Background: an optimization exercise with open tools, aiming at small area, a short achievable clock period and few clock cycles per item. Do not read the settings as production practice. RTL that was checked went through simulation tests only; none was proved equivalent to the original. Power is estimated from default activity; no workload was simulated.

==> flow/design.v (excerpt) <==
module ospfb_top #(
  parameter int FFT_LEN = 32,
  parameter int DEC_FAC = 24,
  parameter int PTAPS   = 4,
  localparam int BR_W   = $clog2(FFT_LEN)
) (
  input  logic    clk,
  input  logic    rst_n,
  input  logic    in_valid,
  input  ospfb_pkg::sample_t in_data,
  output logic    in_ready,
  output logic    out_valid,
  output ospfb_pkg::out_t    out_data,
  output logic    out_last,
  output logic    out_sat,
  output logic    frame_start
);
Size: ~4900 cells after synthesis, ~2800 flip-flops.
==> module pfb_mac, before the edit <==
module pfb_mac #(
  parameter int PTAPS = 4
) (
  input  logic                      clk,
  input  logic                      rst_n,
  input  logic                      beat_valid,
  input  logic                      beat_last,
  input  logic [PTAPS*DIG_W-1:0]    beat_dig,
  input  logic [PTAPS*SAMPLE_W-1:0] taps_data,
  output logic                      acc_valid,
  output ospfb_pkg::acc_t           acc,
  output logic                      acc_last
);
  localparam int W = ACC_W;
  localparam int NV = 2 * PTAPS + 1;
  logic [W-1:0] v [NV];
  logic [2:0]   nb;
  localparam logic [W-1:0] K_SIGN = W'(-(PTAPS * (1 << (SAMPLE_W)) + PTAPS * (1 << (SAMPLE_W + 1))));
  always_comb begin
    nb = '0;
    for (int t = 0; t < PTAPS; t++) begin
      logic [SAMPLE_W-1:0] x;
      logic a_nz, a_two, a_neg, b_nz, b_neg;
      logic [SAMPLE_W:0]   ma;
      logic [SAMPLE_W-1:0] mb;
      x = taps_data[t*SAMPLE_W +: SAMPLE_W];
      {a_nz, a_two, a_neg, b_nz, b_neg} = beat_dig[t*DIG_W +: DIG_W];
      if (a_two)      ma = {x, 1'b0};
      else if (a_nz)  ma = {x[SAMPLE_W-1], x};
      else            ma = '0;
      ma = ma ^ {(SAMPLE_W+1){a_neg}};
      mb = (b_nz ? x : '0) ^ {SAMPLE_W{b_neg}};
      v[2*t]   = W'({~ma[SAMPLE_W], ma[SAMPLE_W-1:0]});
      v[2*t+1] = W'({~mb[SAMPLE_W-1], mb[SAMPLE_W-2:0], 1'b0, a_neg});
      nb = nb + 3'(b_neg);
    end
    v[NV-1] = K_SIGN | W'({nb, 2'b00});
  end
  function automatic logic [2*W-1:0] csa(input logic [W-1:0] a, input logic [W-1:0] b, input logic [W-1:0] c);
    logic [W-1:0] s, cy;
    s  = a ^ b ^ c;
    cy = ((a & b) | (a & c) | (b & c)) << 1;
    csa = {cy, s};
  endfunction
  logic [W-1:0] s1, c1, s2, c2, s3, c3, s4, c4, s5, c5, s6, c6, s7, c7;
  logic [W-1:0] sum;
  always_comb begin
    {c1, s1} = csa(v[0], v[1], v[2]);
    {c2, s2} = csa(v[3], v[4], v[5]);
    {c3, s3} = csa(v[6], v[7], v[8]);
    {c4, s4} = csa(s1, c1, s2);
    {c5, s5} = csa(c2, s3, c3);
    {c6, s6} = csa(s4, c4, s5);
    {c7, s7} = csa(s6, c6, c5);
  end
  logic [W-1:0] s_q, c_q;
  logic         v_q, l_q;
  assign sum = s_q + c_q;
  always_ff @(posedge clk or negedge rst_n) begin
    if (!rst_n) begin
      v_q       <= 1'b0;
      l_q       <= 1'b0;
      acc_valid <= 1'b0;
      acc_last  <= 1'b0;
    end else begin
      v_q       <= beat_valid;
      l_q       <= beat_valid && beat_last;
      acc_valid <= v_q;
      acc_last  <= l_q;
    end
  end
  always_ff @(posedge clk) begin
    s_q <= s7;
    c_q <= c7;
    acc <= sum;
  end
endmodule
export LEC_CHECK = 0
export ABC_CLOCK_PERIOD_IN_PS = 3000
export CAP_MARGIN = 20
export CORE_MARGIN = 2
export CORE_UTILIZATION = 45
export CTS_CLUSTER_DIAMETER = 150
export CTS_CLUSTER_SIZE = 28
export SLEW_MARGIN = 20
create_clock -name core_clock -period 9.0 [get_ports {clk}]
standard.sh (not shown) runs the stock make flow with config.mk's settings and CLKGATE_MAP_FILE= SYNTH_SCRIPT=/design/flow/synth_recipe.tcl, a recipe that flattens the netlist after the stock synthesis.
==> flow/flow/run.sh <==
#!/bin/bash
# Layout flow: the standard flow (standard.sh, unchanged synthesis) with
# two repair settings changed: timing repair aims below the clock period
# (a larger setup margin), and ports are buffered with buf_4 cells.
# make's full output goes to run_make.log in the work folder.
set -euo pipefail
cd "$(dirname "$0")/.."
MARGIN=${MARGIN:-5.9}
bash standard.sh \
  "SETUP_SLACK_MARGIN=${MARGIN}" \
  "BUFFER_PORTS_ARGS=-buffer_cell sky130_fd_sc_hd__buf_4" \
  finish > run_make.log 2>&1
test -f out/final.def
Change:
--- a/flow/design.v
+++ b/flow/design.v
@@ -292,13 +292,15 @@
     {c3, s3} = csa(v[6], v[7], v[8]);
     {c4, s4} = csa(s1, c1, s2);
     {c5, s5} = csa(c2, s3, c3);
     {c6, s6} = csa(s4, c4, s5);
-    {c7, s7} = csa(s6, c6, c5);
   end
-  logic [W-1:0] s_q, c_q;
+  logic [W-1:0] s_q, c_q, e_q;
   logic         v_q, l_q;
-  assign sum = s_q + c_q;
+  always_comb begin
+    {c7, s7} = csa(s_q, c_q, e_q);
+    sum = s7 + c7;
+  end
   always_ff @(posedge clk or negedge rst_n) begin
     if (!rst_n) begin
       v_q       <= 1'b0;
       l_q       <= 1'b0;
@@ -311,10 +313,11 @@
       acc_last  <= l_q;
     end
   end
   always_ff @(posedge clk) begin
-    s_q <= s7;
-    c_q <= c7;
+    s_q <= s6;
+    c_q <= c6;
+    e_q <= c5;
     acc <= sum;
   end
 endmodule
 `timescale 1ns/1ns
After rerunning:
- design area barely changes
- synthesized area is higher by 0.67%
- count of clock-buffer cells in the layout is higher by 4
- critical path depth drops by 10
- synthesized cell count rose by 0.74%
- cell count rises by 0.44%
- wire length is lower by 2.2%
- power shrinks by 4.7%
- setup slack gets better by 210 ps
- clock power climbs by about 1%
- sequential cell count came out higher by 16
- die area goes up by 0.66%
- sequential power hardly moves
Testbench counts after the change, summed over its fixed seeds: cycles 12,528, items 12,288.
The RTL of the first run of this note was laid out without a check of its function.

* * *

ospfb_top, a different RTL version from the one above (not shown whole).
For scale: roughly 5200 cells after synthesis, roughly 2900 flip-flops, ~42 I/O pins.
==> module ospfb_ctrl, before the edit <==
module ospfb_ctrl #(
  parameter int FFT_LEN = 32,
  parameter int DEC_FAC = 24,
  parameter int PTAPS   = 4,
  localparam int BR_W   = $clog2(FFT_LEN)
) (
  input  logic                     clk,
  input  logic                     rst_n,
  input  logic                     in_valid,
  output logic                     in_ready,
  output logic [FFT_LEN-1:0]       wsel,
  output logic                     commit,
  output logic                     beat_valid,
  output logic                     beat_last,
  output logic [PTAPS*DIG_W-1:0]   beat_dig,
  output logic                     frame_start
);
  localparam int NCOEF = FFT_LEN * PTAPS;
  logic [DIG_W-1:0] dig_tab [NCOEF];
  for (genvar k = 0; k < NCOEF; k++) begin : g_coef
    localparam int H  = ((3 * k) % 11) - 5;
    localparam int B  = (H >= 3) ? 1 : ((H <= -3) ? -1 : 0);
    localparam int A  = H - 4 * B;
    assign dig_tab[k] = {A != 0, (A == 2) || (A == -2), A < 0, B != 0, B < 0};
  end
  logic [4:0]  koff;
  logic [4:0]  rres;     
  logic [4:0]  rres_m1;  
  logic        rd_act;
  logic        end_q;    
  logic        ok;
  logic        chk_q;    
  logic        fresh;
  logic [1:0]  g2;       
  logic [2:0]  gs;       
  logic [4:0]  prd_p1;   
  logic [2:0]  frs;      
  logic signed [6:0] dw;  
  logic signed [6:0] da;  
  logic [FFT_LEN-1:0] pv;
  logic [FFT_LEN-1:0] ptag;
  logic [4:0]  wres;
  logic [4:0]  ares;
  logic [4:0]  ares_p1;
  logic        inv;
  logic        accept;
  logic        end_sw;
  logic        start_rd;
  logic [4:0]  koff_n;
  logic [4:0]  rres_n;
  logic        rd_n;
  logic [1:0]  g2_n;
  logic [2:0]  gs_n;
  logic [2:0]  frs_n;
  logic        tag_w;
  logic        wr_next;    
  logic        pv_nx;      
  logic        pt_nx;
  logic        commit_n;
  logic [7:0]  x0, x1;
  logic        chk_n;
  logic        free_0, free_1;
  logic        rdy_0, rdy_1;
  logic [4:0]  p_n;
  logic [4:0]  wpos;
  logic [PTAPS*DIG_W-1:0] dig_n, dig_c, dig_s;
  assign accept   = in_valid && in_ready;
  assign end_sw   = end_q;
  assign start_rd = end_sw && ok && chk_q;
  assign koff_n = fresh ? 5'd8  : koff + 5'd1;
  assign rres_n = fresh ? 5'd15 : rres_m1;
  assign rd_n   = end_sw ? start_rd : rd_act;
  assign g2_n   = g2 + 2'(start_rd);
  assign gs_n   = (start_rd && gs != 3'd5) ? gs + 3'd1 : gs;
  assign frs_n  = start_rd ? gs : frs;
  assign tag_w = g2[0] ^ ~dw[6];
  assign wr_next  = inv && (wres == rres_m1);
  assign pv_nx    = pv[rres_m1] || wr_next;
  assign pt_nx    = wr_next ? tag_w : ptag[rres_m1];
  assign commit_n = !fresh && pv_nx && (pt_nx == g2_n[0]);
  assign x0 = 8'(dw) + 8'(inv) + 8'(5'({2'(3 * g2), 3'b000} + koff + 5'd1));
  assign x1 = 8'(dw) + 8'(inv) - 8'd24 + 8'({2'(3 * (g2 + 2'd1)), 3'b000});
  assign chk_n = start_rd ? !x1[7] : !x0[7];
  assign free_0 = !pv[ares]    || (commit && rres == ares)    || (commit_n && rres_n == ares);
  assign free_1 = !pv[ares_p1] || (commit && rres == ares_p1) || (commit_n && rres_n == ares_p1);
  assign rdy_0 = free_0 && (start_rd ? (da < 7'sd48) : (da < 7'sd24));
  assign rdy_1 = free_1 && (start_rd ? (da < 7'sd47) : (da < 7'sd23));
  assign wpos = 5'(rres_n - 5'd1 - ares);
  function automatic logic [PTAPS*DIG_W-1:0] beat_digits(input logic [4:0] p, input logic [2:0] f);
    logic [7:0] thr;
    case (f)
      3'd0:    thr = 8'd24;
      3'd1:    thr = 8'd48;
      3'd2:    thr = 8'd72;
      3'd3:    thr = 8'd96;
      3'd4:    thr = 8'd120;
      default: thr = 8'd255;
    endcase
    for (int t = 0; t < PTAPS; t++) begin
      if ((8'(32 * t) + 8'(p)) >= thr)
        beat_digits[t*DIG_W +: DIG_W] = '0;
      else
        beat_digits[t*DIG_W +: DIG_W] = dig_tab[t*FFT_LEN + int'(p)];
    end
  endfunction
  assign dig_c = beat_digits(prd_p1, frs);
  assign dig_s = beat_digits({2'(3 * g2), 3'b000}, gs);
  assign dig_n = start_rd ? dig_s : dig_c;
  assign p_n   = start_rd ? {2'(3 * g2), 3'b000} : prd_p1;
  always_ff @(posedge clk or negedge rst_n) begin
    if (!rst_n) begin
      koff        <= '0;
      rres        <= 5'd23;
      rres_m1     <= 5'd22;
      rd_act      <= 1'b0;
      end_q       <= 1'b0;
      ok          <= 1'b0;
      chk_q       <= 1'b0;
      fresh       <= 1'b1;
      g2          <= '0;
      gs          <= '0;
      prd_p1      <= 5'd1;
      frs         <= '0;
      dw          <= -7'sd24;
      da          <= -7'sd24;
      pv          <= '0;
      wres        <= '0;
      ares        <= '0;
      ares_p1     <= 5'd1;
      inv         <= 1'b0;
      in_ready    <= 1'b0;
      beat_valid  <= 1'b0;
      beat_last   <= 1'b0;
      frame_start <= 1'b0;
    end else begin
      koff     <= koff_n;
      rres     <= rres_n;
      rres_m1  <= rres_n - 5'd1;
      rd_act   <= rd_n;
      end_q    <= (koff_n == 5'd31);
      ok       <= fresh ? 1'b0 : (end_sw ? 1'b1 : (ok && chk_q));
      chk_q    <= chk_n;
      if (accept) fresh <= 1'b0;
      g2       <= g2_n;
      gs       <= gs_n;
      prd_p1   <= p_n + 5'd1;
      frs      <= frs_n;
      dw       <= dw + 7'(inv) - (start_rd ? 7'sd24 : 7'sd0);
      da       <= da + 7'(accept) - (start_rd ? 7'sd24 : 7'sd0);
      if (commit) pv[rres] <= 1'b0;
      if (inv)    pv[wres] <= 1'b1;
      wres     <= wres + 5'(inv);
      if (accept) begin
        ares    <= ares_p1;
        ares_p1 <= ares_p1 + 5'd1;
      end
      inv      <= accept;
      in_ready <= accept ? rdy_1 : rdy_0;
      beat_valid  <= rd_n;
      beat_last   <= rd_n && (koff_n == 5'd31);
      frame_start <= rd_n && (koff_n == 5'd0);
    end
  end
  always_ff @(posedge clk) begin
    wsel   <= accept ? (FFT_LEN'(1) << wpos) : '0;
    commit <= commit_n;
  end
  always_ff @(posedge clk) begin
    if (inv) ptag[wres] <= tag_w;
    beat_dig <= dig_n;
  end
endmodule
Settings: LEC_CHECK=0, ABC_CLOCK_PERIOD_IN_PS=3000, CAP_MARGIN=20, CORE_MARGIN=2, CORE_UTILIZATION=40, CTS_CLUSTER_DIAMETER=150, CTS_CLUSTER_SIZE=28, SLEW_MARGIN=20; clock period 9.0 ns.
Scripts as last shown in full above: flow/flow/run.sh
Testbench counts at the start, summed over its fixed seeds: cycles 12,768, items 12,288.
Then changed:
--- a/flow/design.v
+++ b/flow/design.v
@@ -53,7 +53,6 @@
   logic signed [6:0] dw;  
   logic signed [6:0] da;  
   logic [FFT_LEN-1:0] pv;
-  logic [FFT_LEN-1:0] ptag;
   logic [4:0]  wres;
   logic [4:0]  ares;
   logic [4:0]  ares_p1;
@@ -67,10 +66,10 @@
   logic [1:0]  g2_n;
   logic [2:0]  gs_n;
   logic [2:0]  frs_n;
-  logic        tag_w;
+  logic signed [6:0] dw_n;
+  logic [4:0]  age_nx;
   logic        wr_next;    
   logic        pv_nx;      
-  logic        pt_nx;
   logic        commit_n;
   logic [7:0]  x0, x1;
   logic        chk_n;
@@ -88,11 +87,11 @@
   assign g2_n   = g2 + 2'(start_rd);
   assign gs_n   = (start_rd && gs != 3'd5) ? gs + 3'd1 : gs;
   assign frs_n  = start_rd ? gs : frs;
-  assign tag_w = g2[0] ^ ~dw[6];
   assign wr_next  = inv && (wres == rres_m1);
   assign pv_nx    = pv[rres_m1] || wr_next;
-  assign pt_nx    = wr_next ? tag_w : ptag[rres_m1];
-  assign commit_n = !fresh && pv_nx && (pt_nx == g2_n[0]);
+  assign dw_n     = dw + 7'(inv) - (start_rd ? 7'sd24 : 7'sd0);
+  assign age_nx   = 5'(wres + 5'(inv) - 5'd1 - rres_m1);
+  assign commit_n = !fresh && pv_nx && (dw_n <= $signed({2'b00, age_nx}));
   assign x0 = 8'(dw) + 8'(inv) + 8'(5'({2'(3 * g2), 3'b000} + koff + 5'd1));
   assign x1 = 8'(dw) + 8'(inv) - 8'd24 + 8'({2'(3 * (g2 + 2'd1)), 3'b000});
   assign chk_n = start_rd ? !x1[7] : !x0[7];
@@ -160,7 +159,7 @@
       gs       <= gs_n;
       prd_p1   <= p_n + 5'd1;
       frs      <= frs_n;
-      dw       <= dw + 7'(inv) - (start_rd ? 7'sd24 : 7'sd0);
+      dw       <= dw_n;
       da       <= da + 7'(accept) - (start_rd ? 7'sd24 : 7'sd0);
       if (commit) pv[rres] <= 1'b0;
       if (inv)    pv[wres] <= 1'b1;
@@ -181,7 +180,6 @@
     commit <= commit_n;
   end
   always_ff @(posedge clk) begin
-    if (inv) ptag[wres] <= tag_w;
     beat_dig <= dig_n;
   end
 endmodule
Setup slack improved by 49 ps.
Power goes down slightly.
Utilization barely changes.
First-iteration DRC count drops by a little under a tenth.
Critical path depth stays the same.
Sequential power stays flat.
Worst hold slack degrades by 7.9 ps.
Synthesized area shrinks slightly.
Testbench counts after the change, summed over its fixed seeds: cycles 12,768, items 12,288.

* * *

Another version of the RTL of ospfb_top (not shown whole).
Size in the first run: about 5300 cells after synthesis, ~2800 flip-flops, roughly 42 I/O pins, ~0.074 sq mm of cells after synthesis.
==> module ospfb_ctrl, before the edit <==
module ospfb_ctrl #(
  parameter int FFT_LEN = 32,
  parameter int DEC_FAC = 24,
  parameter int PTAPS   = 4,
  localparam int BR_W   = $clog2(FFT_LEN)
) (
  input  logic                     clk,
  input  logic                     rst_n,
  input  logic                     in_valid,
  output logic                     in_ready,
  output logic [FFT_LEN-1:0]       wsel,
  output logic                     commit,
  output logic                     late,
  output logic                     beat_valid,
  output logic                     beat_last,
  output logic [PTAPS*DIG_W-1:0]   beat_dig,
  output logic                     frame_start
);
  localparam int NCOEF = FFT_LEN * PTAPS;
  logic [DIG_W-1:0] dig_tab [NCOEF];
  for (genvar k = 0; k < NCOEF; k++) begin : g_coef
    localparam int H  = ((3 * k) % 11) - 5;
    localparam int B  = (H >= 3) ? 1 : ((H <= -3) ? -1 : 0);
    localparam int A  = H - 4 * B;
    assign dig_tab[k] = {A != 0, (A == 2) || (A == -2), A < 0, B != 0, B < 0};
  end
  logic [4:0]  koff;
  logic [4:0]  rres;     
  logic [4:0]  rres_m1;  
  logic        rd_act;
  logic        end_q;    
  logic        ok;
  logic        chk_q;    
  logic        fresh;
  logic [1:0]  g2;       
  logic [2:0]  gs;       
  logic [4:0]  prd_p1;   
  logic [2:0]  frs;      
  logic signed [6:0] dw;  
  logic signed [6:0] da;  
  logic [FFT_LEN-1:0] pvr;     
  logic [4:0]  apos;     
  logic [4:0]  wres;
  logic [4:0]  ares;
  logic [4:0]  ares_p1;
  logic        inv;
  logic        rdy_q;    
  logic        accept;
  logic        end_sw;
  logic        start_rd;
  logic [4:0]  koff_n;
  logic [4:0]  rres_n;
  logic        rd_n;
  logic [1:0]  g2_n;
  logic [2:0]  gs_n;
  logic [2:0]  frs_n;
  logic signed [6:0] dw_n;
  logic [4:0]  age0;
  logic        le_0, le_24, le_m24;
  logic        wr_next;
  logic [4:0]  wpos_q;   
  logic        pv_nx;      
  logic        commit_n;
  logic [7:0]  x0, x1;
  logic        chk_n;
  logic        free_0, free_1;
  logic        rdy_0, rdy_1;
  logic [4:0]  p_n;
  logic [4:0]  wpos;
  logic [PTAPS*DIG_W-1:0] dig_n, dig_c, dig_s;
  assign accept   = in_valid && rdy_q;
  assign end_sw   = end_q;
  assign start_rd = end_sw && ((ok && chk_q) || (!dw[6] && gs < 3'd2));
  assign koff_n = fresh ? 5'd7  : koff + 5'd1;
  assign rres_n = fresh ? 5'd16 : rres_m1;
  assign rd_n   = end_sw ? start_rd : rd_act;
  assign g2_n   = g2 + 2'(start_rd);
  assign gs_n   = (start_rd && gs != 3'd5) ? gs + 3'd1 : gs;
  assign frs_n  = start_rd ? gs : frs;
  assign age0     = 5'(wres - 5'd1 - rres_m1);
  assign le_0     = $signed({dw[6], dw}) <= $signed({3'b000, age0});
  assign le_24    = ($signed({dw[6], dw}) - 8'sd24) <= $signed({3'b000, age0});
  assign le_m24   = ($signed({dw[6], dw}) + 8'sd24) <= $signed({3'b000, age0});
  assign late     = rd_n && pvr[1] && (start_rd ? le_0 : le_m24);
  assign pv_nx    = (pvr[1] && !late) || wsel[0];
  assign dw_n     = dw + 7'(inv) - (start_rd ? 7'sd24 : 7'sd0);
  assign wr_next  = inv && (wres == rres_m1);
  assign commit_n = !fresh && pv_nx &&
                    (wr_next ? (start_rd ? (dw < 7'sd24) : dw[6]) : (start_rd ? le_24 : le_0));
  assign x0 = 8'(dw) + 8'(inv) + 8'(5'({2'(3 * g2), 3'b000} + koff + 5'd1));
  assign x1 = 8'(dw) + 8'(inv) - 8'd24 + 8'({2'(3 * (g2 + 2'd1)), 3'b000});
  assign chk_n = start_rd ? !x1[7] : !x0[7];
  assign free_0 = !pvr[apos] || (commit && apos == 5'd0) || ((late || commit_n) && apos == 5'd1);
  assign free_1 = !pvr[5'(apos - 5'd1)] || (commit && apos == 5'd1) || ((late || commit_n) && apos == 5'd2);
  assign rdy_0 = free_0 && (start_rd ? (da < 7'sd48) : (da < 7'sd24));
  assign rdy_1 = free_1 && (start_rd ? (da < 7'sd47) : (da < 7'sd23));
  assign wpos = 5'(rres_n - 5'd1 - ares);
  assign wsel = inv ? (FFT_LEN'(1) << wpos_q) : '0;
  function automatic logic [PTAPS*DIG_W-1:0] beat_digits(input logic [4:0] p, input logic [2:0] f);
    logic [7:0] thr;
    case (f)
      3'd0:    thr = 8'd24;
      3'd1:    thr = 8'd48;
      3'd2:    thr = 8'd72;
      3'd3:    thr = 8'd96;
      3'd4:    thr = 8'd120;
      default: thr = 8'd255;
    endcase
    for (int t = 0; t < PTAPS; t++) begin
      if ((8'(32 * t) + 8'(p)) >= thr)
        beat_digits[t*DIG_W +: DIG_W] = '0;
      else
        beat_digits[t*DIG_W +: DIG_W] = dig_tab[t*FFT_LEN + int'(p)];
    end
  endfunction
  assign dig_c = beat_digits(prd_p1, frs);
  assign dig_s = beat_digits({2'(3 * g2), 3'b000}, gs);
  assign dig_n = start_rd ? dig_s : dig_c;
  assign p_n   = start_rd ? {2'(3 * g2), 3'b000} : prd_p1;
  always_ff @(posedge clk or negedge rst_n) begin
    if (!rst_n) begin
      rd_act      <= 1'b0;
      end_q       <= 1'b0;
      ok          <= 1'b0;
      chk_q       <= 1'b0;
      fresh       <= 1'b1;
      g2          <= '0;
      gs          <= '0;
      dw          <= -7'sd24;
      da          <= -7'sd24;
      pvr         <= '0;
      apos        <= 5'd16;
      wres        <= '0;
      ares        <= '0;
      ares_p1     <= 5'd1;
      inv         <= 1'b0;
      in_ready    <= 1'b0;
      rdy_q       <= 1'b0;
      beat_valid  <= 1'b0;
      beat_last   <= 1'b0;
      frame_start <= 1'b0;
    end else begin
      rd_act   <= rd_n;
      end_q    <= (koff_n == 5'd31);
      ok       <= fresh ? 1'b0 : (end_sw ? 1'b1 : (ok && chk_q));
      chk_q    <= chk_n;
      if (accept) fresh <= 1'b0;
      g2       <= g2_n;
      gs       <= gs_n;
      dw       <= dw_n;
      da       <= da + 7'(accept) - (start_rd ? 7'sd24 : 7'sd0);
      pvr      <= wsel | {pvr[0] && !commit, pvr[FFT_LEN-1:2], pvr[1] && !late};
      apos     <= 5'((fresh ? 5'd17 : apos) - 5'd1 - 5'(accept));
      wres     <= wres + 5'(inv);
      if (accept) begin
        ares    <= ares_p1;
        ares_p1 <= ares_p1 + 5'd1;
      end
      inv      <= accept;
      in_ready <= (in_valid && in_ready) ? rdy_1 : rdy_0;
      rdy_q    <= accept ? rdy_1 : rdy_0;
      beat_valid  <= rd_n;
      beat_last   <= rd_n && (koff_n == 5'd31);
      frame_start <= rd_n && (koff_n == 5'd0);
    end
  end
  always_ff @(posedge clk) begin
    koff    <= koff_n;
    wpos_q  <= wpos;
    rres    <= rres_n;
    rres_m1 <= rres_n - 5'd1;
    prd_p1  <= p_n + 5'd1;
    frs     <= frs_n;
    commit  <= commit_n;
  end
  always_ff @(posedge clk) begin
    beat_dig <= dig_n;
  end
endmodule
clock: 9.0 ns
lec_check: 0
abc_clock_period_in_ps: 3000
cap_margin: 20
core_margin: 2
core_utilization: 40
cts_cluster_diameter: 150
cts_cluster_size: 28
slew_margin: 20
Scripts as last shown in full above: flow/flow/run.sh
==> next run, changes <==
--- a/flow/design.v
+++ b/flow/design.v
@@ -68,14 +68,13 @@
   logic        rd_n;
   logic [1:0]  g2_n;
   logic [2:0]  gs_n;
   logic [2:0]  frs_n;
   logic signed [6:0] dw_n;
-  logic [4:0]  age0;
-  logic        le_0, le_24, le_m24;
-  logic        wr_next;
-  logic [4:0]  wpos_q;   
+  logic [4:0]  age_nx;
+  logic [7:0]  dw_f;
+  logic [4:0]  age_1;
   logic        pv_nx;      
   logic        commit_n;
   logic [7:0]  x0, x1;
   logic        chk_n;
   logic        free_0, free_1;
@@ -90,29 +89,26 @@
   assign rres_n = fresh ? 5'd16 : rres_m1;
   assign rd_n   = end_sw ? start_rd : rd_act;
   assign g2_n   = g2 + 2'(start_rd);
   assign gs_n   = (start_rd && gs != 3'd5) ? gs + 3'd1 : gs;
   assign frs_n  = start_rd ? gs : frs;
-  assign age0     = 5'(wres - 5'd1 - rres_m1);
-  assign le_0     = $signed({dw[6], dw}) <= $signed({3'b000, age0});
-  assign le_24    = ($signed({dw[6], dw}) - 8'sd24) <= $signed({3'b000, age0});
-  assign le_m24   = ($signed({dw[6], dw}) + 8'sd24) <= $signed({3'b000, age0});
-  assign late     = rd_n && pvr[1] && (start_rd ? le_0 : le_m24);
+  assign dw_f     = start_rd ? 8'(dw) : 8'(dw) + 8'd24;
+  assign age_1    = 5'(wres - 5'd1 - rres_m1);
+  assign late     = rd_n && pvr[1] && ($signed(dw_f) <= $signed({3'b000, age_1}));
   assign pv_nx    = (pvr[1] && !late) || wsel[0];
   assign dw_n     = dw + 7'(inv) - (start_rd ? 7'sd24 : 7'sd0);
-  assign wr_next  = inv && (wres == rres_m1);
-  assign commit_n = !fresh && pv_nx &&
-                    (wr_next ? (start_rd ? (dw < 7'sd24) : dw[6]) : (start_rd ? le_24 : le_0));
+  assign age_nx   = 5'(wres + 5'(inv) - 5'd1 - rres_m1);
+  assign commit_n = !fresh && pv_nx && (dw_n <= $signed({2'b00, age_nx}));
   assign x0 = 8'(dw) + 8'(inv) + 8'(5'({2'(3 * g2), 3'b000} + koff + 5'd1));
   assign x1 = 8'(dw) + 8'(inv) - 8'd24 + 8'({2'(3 * (g2 + 2'd1)), 3'b000});
   assign chk_n = start_rd ? !x1[7] : !x0[7];
   assign free_0 = !pvr[apos] || (commit && apos == 5'd0) || ((late || commit_n) && apos == 5'd1);
   assign free_1 = !pvr[5'(apos - 5'd1)] || (commit && apos == 5'd1) || ((late || commit_n) && apos == 5'd2);
   assign rdy_0 = free_0 && (start_rd ? (da < 7'sd48) : (da < 7'sd24));
   assign rdy_1 = free_1 && (start_rd ? (da < 7'sd47) : (da < 7'sd23));
-  assign wpos = 5'(rres_n - 5'd1 - ares);
-  assign wsel = inv ? (FFT_LEN'(1) << wpos_q) : '0;
+  assign wpos = 5'(rres_m1 - wres);
+  assign wsel = inv ? (FFT_LEN'(1) << wpos) : '0;
   function automatic logic [PTAPS*DIG_W-1:0] beat_digits(input logic [4:0] p, input logic [2:0] f);
     logic [7:0] thr;
     case (f)
       3'd0:    thr = 8'd24;
       3'd1:    thr = 8'd48;
@@ -179,11 +175,10 @@
       frame_start <= rd_n && (koff_n == 5'd0);
     end
   end
   always_ff @(posedge clk) begin
     koff    <= koff_n;
-    wpos_q  <= wpos;
     rres    <= rres_n;
     rres_m1 <= rres_n - 5'd1;
     prd_p1  <= p_n + 5'd1;
     frs     <= frs_n;
     commit  <= commit_n;
Effect: Area after synthesis falls slightly. Cell count went down slightly. Synthesized cell count drops slightly. Power rises by a few percent. Routed wire length climbs slightly. Sequential share of layout area came out lower by 0.56 points. Final area is about the same. Clock-buffer cell count rose by 1. Die area drops slightly. Setup slack gains 0.65 ns.
Function was not checked in any run of this note: the RTL went through the layout flow alone.

==> afterwards: timing with drivers on the ports <==
Ports are ideal in the flow. The routed layouts listed here were re-timed in OpenROAD.
Step 1 sets driving cells, clkbuf_16 on the clock port and buf_2 on the other inputs (assumed; they add their load-dependent delay and slew).
Step 2 times the ports against the registers' clock, not the clock port: input delays grow and output delays shrink by t, the midpoint of the rising clock arrivals with the driver on.
Slacks: ideal / step 1 / step 2; pairs: ideal / step 1.
run | t, ns | setup WS [ns] | clock arrival spread, ns | cell pins on the clock port's net
the first run of note 1 | 0.808 | 5.713 / 5.713 / 5.678 | 0.043 / 0.043 | 1
the second run of note 1 | 0.803 | 5.923 / 5.848 / 5.788 | 0.035 / 0.035 | 1
the first run of note 2 | 0.840 | 5.795 / 5.717 / 5.619 | 0.060 / 0.060 | 1
the second run of note 2 | 0.822 | 5.844 / 5.769 / 5.730 | 0.072 / 0.072 | 1
the first run of note 3 | 0.865 | 5.191 / 5.191 / 5.191 | 0.061 / 0.061 | 1
the second run of note 3 | 0.831 | 5.837 / 5.809 / 5.506 | 0.082 / 0.082 | 1
After both steps every run listed still meets setup and hold. For the second run of note 3, which loses most, drivers alone change the setup slack by -0.028 ns; drivers and shift together by -0.331 ns.
